Source: an optimization exercise on an open RTL-to-GDS flow (aim: a short achievable clock period and few clock cycles per item). Production flows keep margins and buffers that such runs may drop. The RTL was checked by simulation tests, not by an equivalence proof against the original design. Power and IR drop assume default switching activity.

===== flow/design.v =====
package rsPkg;
    localparam int DataWidth = 32;   
    localparam int TagWidth  = 4;    
    localparam int NumEntries = 8;
    localparam int SlotWidth  = $clog2(NumEntries);
    localparam int CreditInit = NumEntries;   
    typedef enum logic [2:0] {
        opAdd = 3'd0,
        opSub = 3'd1,
        opAnd = 3'd2,
        opOr  = 3'd3,
        opXor = 3'd4,
        opShl = 3'd5,   
        opShr = 3'd6,   
        opSlt = 3'd7    
    } rsOp;
endpackage
`timescale 1ns/1ps
import rsPkg::*;
module rsAlu (
    input  logic [DataWidth-1:0] a,
    input  logic [DataWidth-1:0] b,
    input  logic [4:0]           sel,
    input  logic [3:0]           tt,
    input  logic [4:0]           selA,
    input  logic [3:0]           ttA,
    input  logic [4:0]           selB,
    input  logic [3:0]           ttB,
    output logic [DataWidth-1:0] y,
    output logic [DataWidth-1:0] yA,
    output logic [DataWidth-1:0] yB
);
    localparam int N = DataWidth;
    localparam int L = $clog2(DataWidth);
    logic [N-1:0] gAdd [L+1];
    logic [N-1:0] tAdd [L+1];
    logic [N-1:0] gSub [L+1];
    logic [N-1:0] tSub [L+1];
    logic [N-1:0] cAdd, cSub;
    logic [N-1:0] sum, diff;
    logic         lt;
    assign gAdd[0] = a & b;
    assign tAdd[0] = a | b;
    assign gSub[0] = {a[N-1:1] & ~b[N-1:1], a[0] | ~b[0]};   
    assign tSub[0] = a | ~b;
    for (genvar l = 1; l <= L; l++) begin : gLevel
        localparam int D = 1 << (l - 1);
        localparam logic [N-1:0] Low = (N'(1) << D) - N'(1);
        assign gAdd[l] = gAdd[l-1] | (tAdd[l-1] & (gAdd[l-1] << D));
        assign tAdd[l] = tAdd[l-1] & ((tAdd[l-1] << D) | Low);
        assign gSub[l] = gSub[l-1] | (tSub[l-1] & (gSub[l-1] << D));
        assign tSub[l] = tSub[l-1] & ((tSub[l-1] << D) | Low);
    end
    assign cAdd = {gAdd[L][N-2:0], 1'b0};
    assign cSub = {gSub[L][N-2:0], 1'b1};
    for (genvar i = 0; i < N; i++) begin : gSum
        assign sum[i]  = a[i] ? !(b[i] ^ cAdd[i]) : (b[i] ^ cAdd[i]);
        assign diff[i] = a[i] ? (b[i] ^ cSub[i]) : !(b[i] ^ cSub[i]);
    end
    assign lt = cSub[N-1] ? (a[N-1] && !b[N-1]) : (a[N-1] || !b[N-1]);
    logic [N-1:0] shlV, shrV;
    assign shlV = a << b[4:0];
    assign shrV = a >> b[4:0];
    logic [N-1:0] ltV;
    assign ltV = N'(lt);
    logic [2:0][4:0] selX;
    logic [2:0][3:0] ttX;
    logic [2:0][N-1:0] yX;
    assign selX = {selB, selA, sel};
    assign ttX  = {ttB, ttA, tt};
    assign {yB, yA, y} = yX;
    for (genvar k = 0; k < 3; k++) begin : gOutK
        logic [3:0] tt0;
        logic       as, c1, c1n;
        assign as  = selX[k][0] | selX[k][1];
        assign tt0 = ttX[k] | {1'b0, as, as, 1'b0};
        assign yX[k][0] = (a[0] ? (b[0] ? tt0[3] : tt0[2]) : (b[0] ? tt0[1] : tt0[0])) |
                          (selX[k][2] & shlV[0]) | (selX[k][3] & shrV[0]) |
                          (selX[k][4] & ltV[0]);
        assign c1  = (selX[k][0] & cAdd[1]) | (selX[k][1] & !cSub[1]);
        assign c1n = (selX[k][0] & !cAdd[1]) | (selX[k][1] & cSub[1]);
        assign yX[k][1] = (a[1] ? (b[1] ? (ttX[k][3] | c1) : (ttX[k][2] | c1n))
                                : (b[1] ? (ttX[k][1] | c1n) : (ttX[k][0] | c1))) |
                          (selX[k][2] & shlV[1]) | (selX[k][3] & shrV[1]);
        for (genvar i = 2; i < N; i++) begin : gOut
            assign yX[k][i] = (a[i] ? (b[i] ? ttX[k][3] : ttX[k][2])
                                    : (b[i] ? ttX[k][1] : ttX[k][0])) |
                              (selX[k][0] & sum[i]) | (selX[k][1] & diff[i]) |
                              (selX[k][2] & shlV[i]) | (selX[k][3] & shrV[i]);
        end
    end
endmodule
`timescale 1ns/1ps
import rsPkg::*;
module rsTop (
    input  logic                 clk,
    input  logic                 reset,
    input  logic                 flush,
    input  logic                 inValid,
    input  logic [2:0]           inOp,
    input  logic [TagWidth-1:0]  inDestTag,
    input  logic [TagWidth-1:0]  inTagA,
    input  logic [DataWidth-1:0] inValA,
    input  logic [TagWidth-1:0]  inTagB,
    input  logic [DataWidth-1:0] inValB,
    output logic                 creditReturn,
    output logic                 resultValid,
    output logic [TagWidth-1:0]  resultTag,
    output logic [DataWidth-1:0] resultData
);
    logic                 exValid;
    logic [4:0]           exSel;   
    logic [3:0]           exTt;    
    logic [4:0]           inSel;
    logic [3:0]           inTt;
    logic [TagWidth-1:0]  exTag;
    logic [DataWidth-1:0] exA;
    logic [DataWidth-1:0] exB;
    logic                 immA, immB;
    logic                 busA, busB;
    logic                 fwdA, fwdB;
    logic [DataWidth-1:0] aluOut, aluA, aluB;
    assign immA = (inTagA == '0);
    assign immB = (inTagB == '0);
    assign busA = !immA && resultValid && (resultTag == inTagA);
    assign busB = !immB && resultValid && (resultTag == inTagB);
    assign fwdA = !immA && !busA;
    assign fwdB = !immB && !busB;
    always_comb begin
        inSel = '0;
        inTt  = '0;
        case (inOp)
            opAdd:   inSel[0] = 1'b1;
            opSub:   inSel[1] = 1'b1;
            opShl:   inSel[2] = 1'b1;
            opShr:   inSel[3] = 1'b1;
            opSlt:   inSel[4] = 1'b1;
            opAnd:   inTt     = 4'b1000;
            opOr:    inTt     = 4'b1110;
            default: inTt     = 4'b0110;   
        endcase
    end
    rsAlu aluInst (
        .a    (exA),
        .b    (exB),
        .sel  (exSel),
        .tt   (exTt),
        .selA (exSel & {5{fwdA}}),
        .ttA  (exTt & {4{fwdA}}),
        .selB (exSel & {5{fwdB}}),
        .ttB  (exTt & {4{fwdB}}),
        .y    (aluOut),
        .yA   (aluA),
        .yB   (aluB)
    );
    always_ff @(posedge clk) begin
        if (reset || flush) begin
            exValid <= 1'b0;
        end else begin
            exValid <= inValid;
        end
        exSel <= inSel;
        exTt  <= inTt;
        exTag <= inDestTag;
        exA   <= aluA | ({DataWidth{immA}} & inValA) | ({DataWidth{busA}} & resultData);
        exB   <= aluB | ({DataWidth{immB}} & inValB) | ({DataWidth{busB}} & resultData);
    end
    always_ff @(posedge clk) begin
        if (reset || flush) begin
            resultValid <= 1'b0;
        end else begin
            resultValid <= exValid;
        end
        resultTag  <= exTag;
        resultData <= aluOut;
    end
    assign creditReturn = exValid;
endmodule

===== flow/run.sh =====
#!/bin/bash
# synth_recipe.tcl (not shown) runs the flow's synth.tcl, then flattens the netlist and writes it again
# the make line also repeats each setting of config.mk as NAME=value (left out here)
make -C /OpenROAD-flow-scripts/flow DESIGN_CONFIG=/design/flow/config.mk WORK_HOME=/design/flow/orfs CLKGATE_MAP_FILE= SYNTH_SCRIPT=/design/flow/synth_recipe.tcl finish

===== flow/config.mk =====
export PLATFORM = sky130hd
export DESIGN_NAME = rsTop
export DESIGN_NICKNAME = rsTop
export VERILOG_FILES = /design/flow/design.v
export SDC_FILE = /design/flow/constraint.sdc
export NUM_CORES = 4
export LEC_CHECK = 0
export CAP_MARGIN = 20
export CORE_MARGIN = 2
export CORE_UTILIZATION = 25
export PLACE_DENSITY = 0.45
export SETUP_SLACK_MARGIN = 3
export SLEW_MARGIN = 20

===== flow/constraint.sdc =====
create_clock -name core_clock -period 5.0 [get_ports {clk}]
set_input_delay 1.0000 -clock core_clock [delete_from_list [all_inputs] [get_ports {clk}]]
set_output_delay 1.0000 -clock core_clock [all_outputs]
set_load 0.01 [all_outputs]

==> results_dict.tcl <==
set metrics [dict create \
    nets 1818 \
    yosysMostFrequentCell "nor2_1" \
    async_flop_share_pct 0 \
    endpoint_kind "flip-flop" \
    dp.cells 2209 \
    cp_max_fo 8 \
    max_cap_violations 0 \
    cp_common_cell "a31oi_4" \
    place_congestion 0.944 \
    ant_nets 0 \
    post-dp-hpwl_um 42600 \
    worstMarginPinSlew_ps 1080 \
    p_clk_share_pct 9.2 \
    rows 80 \
    wl_per_cell_um 25.9 \
    drive_gt1_share_pct 37.4 \
    dp_slack_ps 1400 \
    cts_buffer_depth 2 \
    cts_sinks 113 \
    syn_area_mm2 0.0120 \
    cp.required_ps 5400 \
    crit_path_top_delay_cell "a211o_4" \
    status "timing/DRC/antenna clean" \
    seq_power_share_pct 16.0 \
    grtUsageMet3_pct 5.22 \
    crit_cells 11 \
    ir_worst_vdd_mv 0.357 \
    power.density_mw_per_mm2 840 \
    slew_headroom_pct 27.7 \
    ys.flop_type "dfxtp_1" \
    synth_area_leaders "dfxtp_1 19%, mux4_2 9.0%, nor2_1 5.9%" \
    power.leakage_uw 0.00628 \
    grt_pass1_vias 13200 \
    hold_viol 0 \
    syn_to_final_growth_pct 41.4 \
    io_pins 121 \
    yosys_warnings 6 \
    yosysUniqueCellTypes 104 \
    die_y_um 223 \
    fin_crit_sh_pct 59.3 \
    grt_usage_pct 23.7 \
    hold_path_class "reg -> reg" \
    clk-insertion-delay-late_ps 470 \
    synth_top_area_share_pct 18.9 \
    hold_path_depth 0 \
    setup_viol 0 \
    fillerInstances 4924 \
    setup_ws_ps 2030 \
    cp.arrival_ps 3370 \
    crit_family "compound AO/OA/AOI/OAI gates" \
    fmax_mhz 337 \
    postCtsHoldBufs 0 \
    maxSlewViolCount 0 \
    synth_nets 1662 \
    grt_pass1_wl_um 87500 \
    grt_max_degree 36 \
    dr.first_iter.drc_count 1499 \
    use_met1_pct 30.4 \
    fp.dieW_um 223 \
    rsz0062_at_grt "true" \
    critPathKind "reg -> reg" \
    switching_share_pct 52.1 \
    tns_ps 0 \
    skew_ps 11.9 \
    vias 13800 \
    ctsRootBufferMaster "clkbuf_16" \
    instances_no_fill 2363 \
    cpPeakStageDelay_ps 390 \
    wirelength_um 61100 \
    busiest_layer "met2" \
    antenna_found_initial 2 \
    met2_usage_pct 38.3 \
    finalCriticalPeriod_ps 2970 \
    die_area_mm2 0.0497 \
    synth_edf_count 0 \
    timing.hold.ws_ps 325 \
    crit_buf_inv 1 \
    p_sw_uw 7430 \
    crit_chain "buf_12, a31oi_4, o21a_1, o211ai_4, a31oi_4, a211o_4, a21oi_4, o31a_1, mux2i_4, nor3_2, a21oi_2" \
    drc_errors 0 \
    avgSynthCellArea_um2 7.59 \
    initial_core_util_pct 25.2 \
    htreeDepth 4 \
    comb_power_share_pct 74.7 \
    tritoncts "built" \
    seq_area_frac_synth_pct 18.9 \
    yosys-top-cells-count "189 x nor2_1, 124 x nand2_1, 113 x dfxtp_1, 99 x o21ai_0, 98 x a21oi_1" \
    globalRouteOverflowTotal 0 \
    synth-seq-cells 113 \
    drt_pre_antenna_iters 6 \
    p_int_uw 6820 \
    netlist_instances 1579 \
    clkTransAtPathRegs_ps 60 \
    r2r_cells 11 \
    cts_inserted_buffers 17 \
    vias_per_cell 5.82 \
    start_kind "flip-flop" \
    yosys.area.top_type "dfxtp_1" \
    antenna_cells 0 \
    port_buffers 120 \
    core-area_mm2 0.0475 \
]
## worst paths after layout
| path | endpoint | start | slack [ps] |
|---|---|---|---|
| worst max-delay path | exA[31]$_DFF_P_ | exB[0]$_DFF_P_ | 2030 |
| worst max register to register | exA[31]$_DFF_P_ | exB[0]$_DFF_P_ | 2030 |
| worst min-delay path | resultTag[3]$_DFF_P_ | exTag[3]$_DFF_P_ | 330 |
| worst min register to register | resultTag[3]$_DFF_P_ | exTag[3]$_DFF_P_ | 330 |
## worst reg2reg max path, stage by stage, from the launching register on
cell	delay [ps]
dfxtp_4	380
buf_12	150
a31oi_4	100
o21a_1	230
o211ai_4	300
a31oi_4	180
a211o_4	390
a21oi_4	280
o31a_1	270
mux2i_4	350
nor3_2	90
a21oi_2	150
## per-stage QoR
stage | area, um2 | utilization [%] | total power (uW)
floorplan | 12500 | - | 7940
global placement | 13800 | 29.1 | 10400
detailed placement | 13800 | 29.1 | 10300
CTS | 15800 | 33.3 | 12900
global route | 17000 | 35.7 | 15000
finish | 17000 | 35.7 | 14200
## cells by family (layout without fill, tap and decap cells)
kind of cell | count (synthesis) | count (layout) | synth area share (%)
muxes | 105 | 105 | 14.1
AOI/OAI and AO/OA | 508 | 508 | 29.3
adders and majority gates | 46 | 46 | 3.99
buffers and inverters | 212 | 380 | 8.22
and+or+nand+nor | 538 | 539 | 21.3
DFF | 113 | 113 | 18.9
xor gates and xnor gates | 57 | 57 | 4.16
## layout make-up
type / count / area (um2) / share of cell area [%]
Timing Repair inverter: 1 / 8.76 / 0.0517
Inverter: 74 / 304 / 1.79
Timing Repair Buffer: 273 / 2610 / 15.4
Tap cell: 615 / 769 / 4.54
Clock inverter: 11 / 151 / 0.893
Multi-Input combinational cell: 1255 / 10200 / 60.2
Sequential cell: 113 / 2440 / 14.4
Clock buffer: 21 / 470 / 2.78
## sequential cells by signal, summed over array words and instances (netlist names)
register and cells:
exValid 1, exSel 5, exB 32, resultTag 4, exTt 2, exA 32
exTag 4, resultValid 1, resultData 32
## cells in the final DEF (no fill, tap or decap), types with 10 or more instances in the layout
| cell type | netlist | layout |
|---|---|---|
| a221oi_2 | 9 | 12 |
| maj3_2 | 14 | 20 |
| a21oi_2 | 1 | 22 |
| nand2_2 | 1 | 10 |
| mux2i_2 | 0 | 13 |
| nor2_1 | 189 | 171 |
| xnor2_1 | 30 | 25 |
| a31oi_1 | 20 | 10 |
| mux2i_1 | 45 | 29 |
| dfxtp_1 | 113 | 31 |
| nor3_1 | 36 | 30 |
| maj3_1 | 32 | 25 |
| o22ai_1 | 26 | 17 |
| nand3_1 | 29 | 25 |
| nand2_1 | 124 | 113 |
| xor2_1 | 27 | 26 |
| nand2b_1 | 35 | 32 |
| nor2b_1 | 41 | 30 |
| and2_1 | 16 | 13 |
| dfxtp_4 | 0 | 30 |
| or2_2 | 14 | 12 |
| nor2_2 | 1 | 16 |
| and3_1 | 14 | 11 |
| a211oi_1 | 23 | 15 |
| buf_6 | 7 | 24 |
| buf_12 | 0 | 16 |
| buf_4 | 5 | 106 |
| o21ai_1 | 25 | 59 |
| inv_1 | 72 | 65 |
| clkbuf_16 | 0 | 17 |
| a22oi_1 | 60 | 57 |
| o21ai_2 | 3 | 15 |
| buf_2 | 34 | 34 |
| a21oi_1 | 98 | 70 |
| o21ai_0 | 99 | 48 |
| clkdlybuf4s50_1 | 0 | 82 |
| dfxtp_2 | 0 | 52 |
| mux4_2 | 48 | 49 |
## what timing repair did
item                                    CTS  global route
setup buffers                            59            56
cloned                                    6             1
resized for setup                       392           138
pin swaps                                55            77
endpoints found under the setup margin  134           101
## power groups by stage
stage	Combinational [uW]	Clock [uW]	Sequential [uW]
finish	10600	1310	2280
global route	11300	1390	2350
CTS	9340	1340	2250
floorplan	6360	0	1570
global placement	8140	0	2240
detailed placement	8090	0	2240
## layer usage
metal	share of wire, %	wire (um)	vias up
met2	46	27900	630
met3	7.6	4660	142
met5	0	0	-
li1	-	-	6150
met4	5.0	3050	0
met1	42	25500	6836
Testbench counts, summed over its fixed seeds: cycles 3,216, items 3,200.

==> separate check: timing with driven ports <==
How much do the figures lean on ideal ports? The routed layout below was timed once more, with nothing changed but the port constraints.
Step 1 (the two cells are an assumption about what drives the block):
set clk [get_ports {clk}]
set_driving_cell -lib_cell sky130_fd_sc_hd__clkbuf_16 $clk
set_driving_cell -lib_cell sky130_fd_sc_hd__buf_2 [delete_from_list [all_inputs] $clk]
Step 2 times the ports against the registers' clock, not the clock port: input delays grow and output delays shrink by t, the midpoint of the rising clock arrivals with the driver on.
Slacks: no drivers / after step 1 / after step 2; pairs: no drivers / after step 1.
t, ns: 0.523
setup WS [ns]: 2.033 / 2.033 / 1.789
worst register clock-pin slew, ns: 0.06 / 0.06
worst data-port slew with drivers (ns): 0.05
pins driven straight from the clock port: 1
After both steps this run still meets setup and hold. For this run, drivers alone change the setup slack by 0.000 ns; drivers and shift together by -0.244 ns.
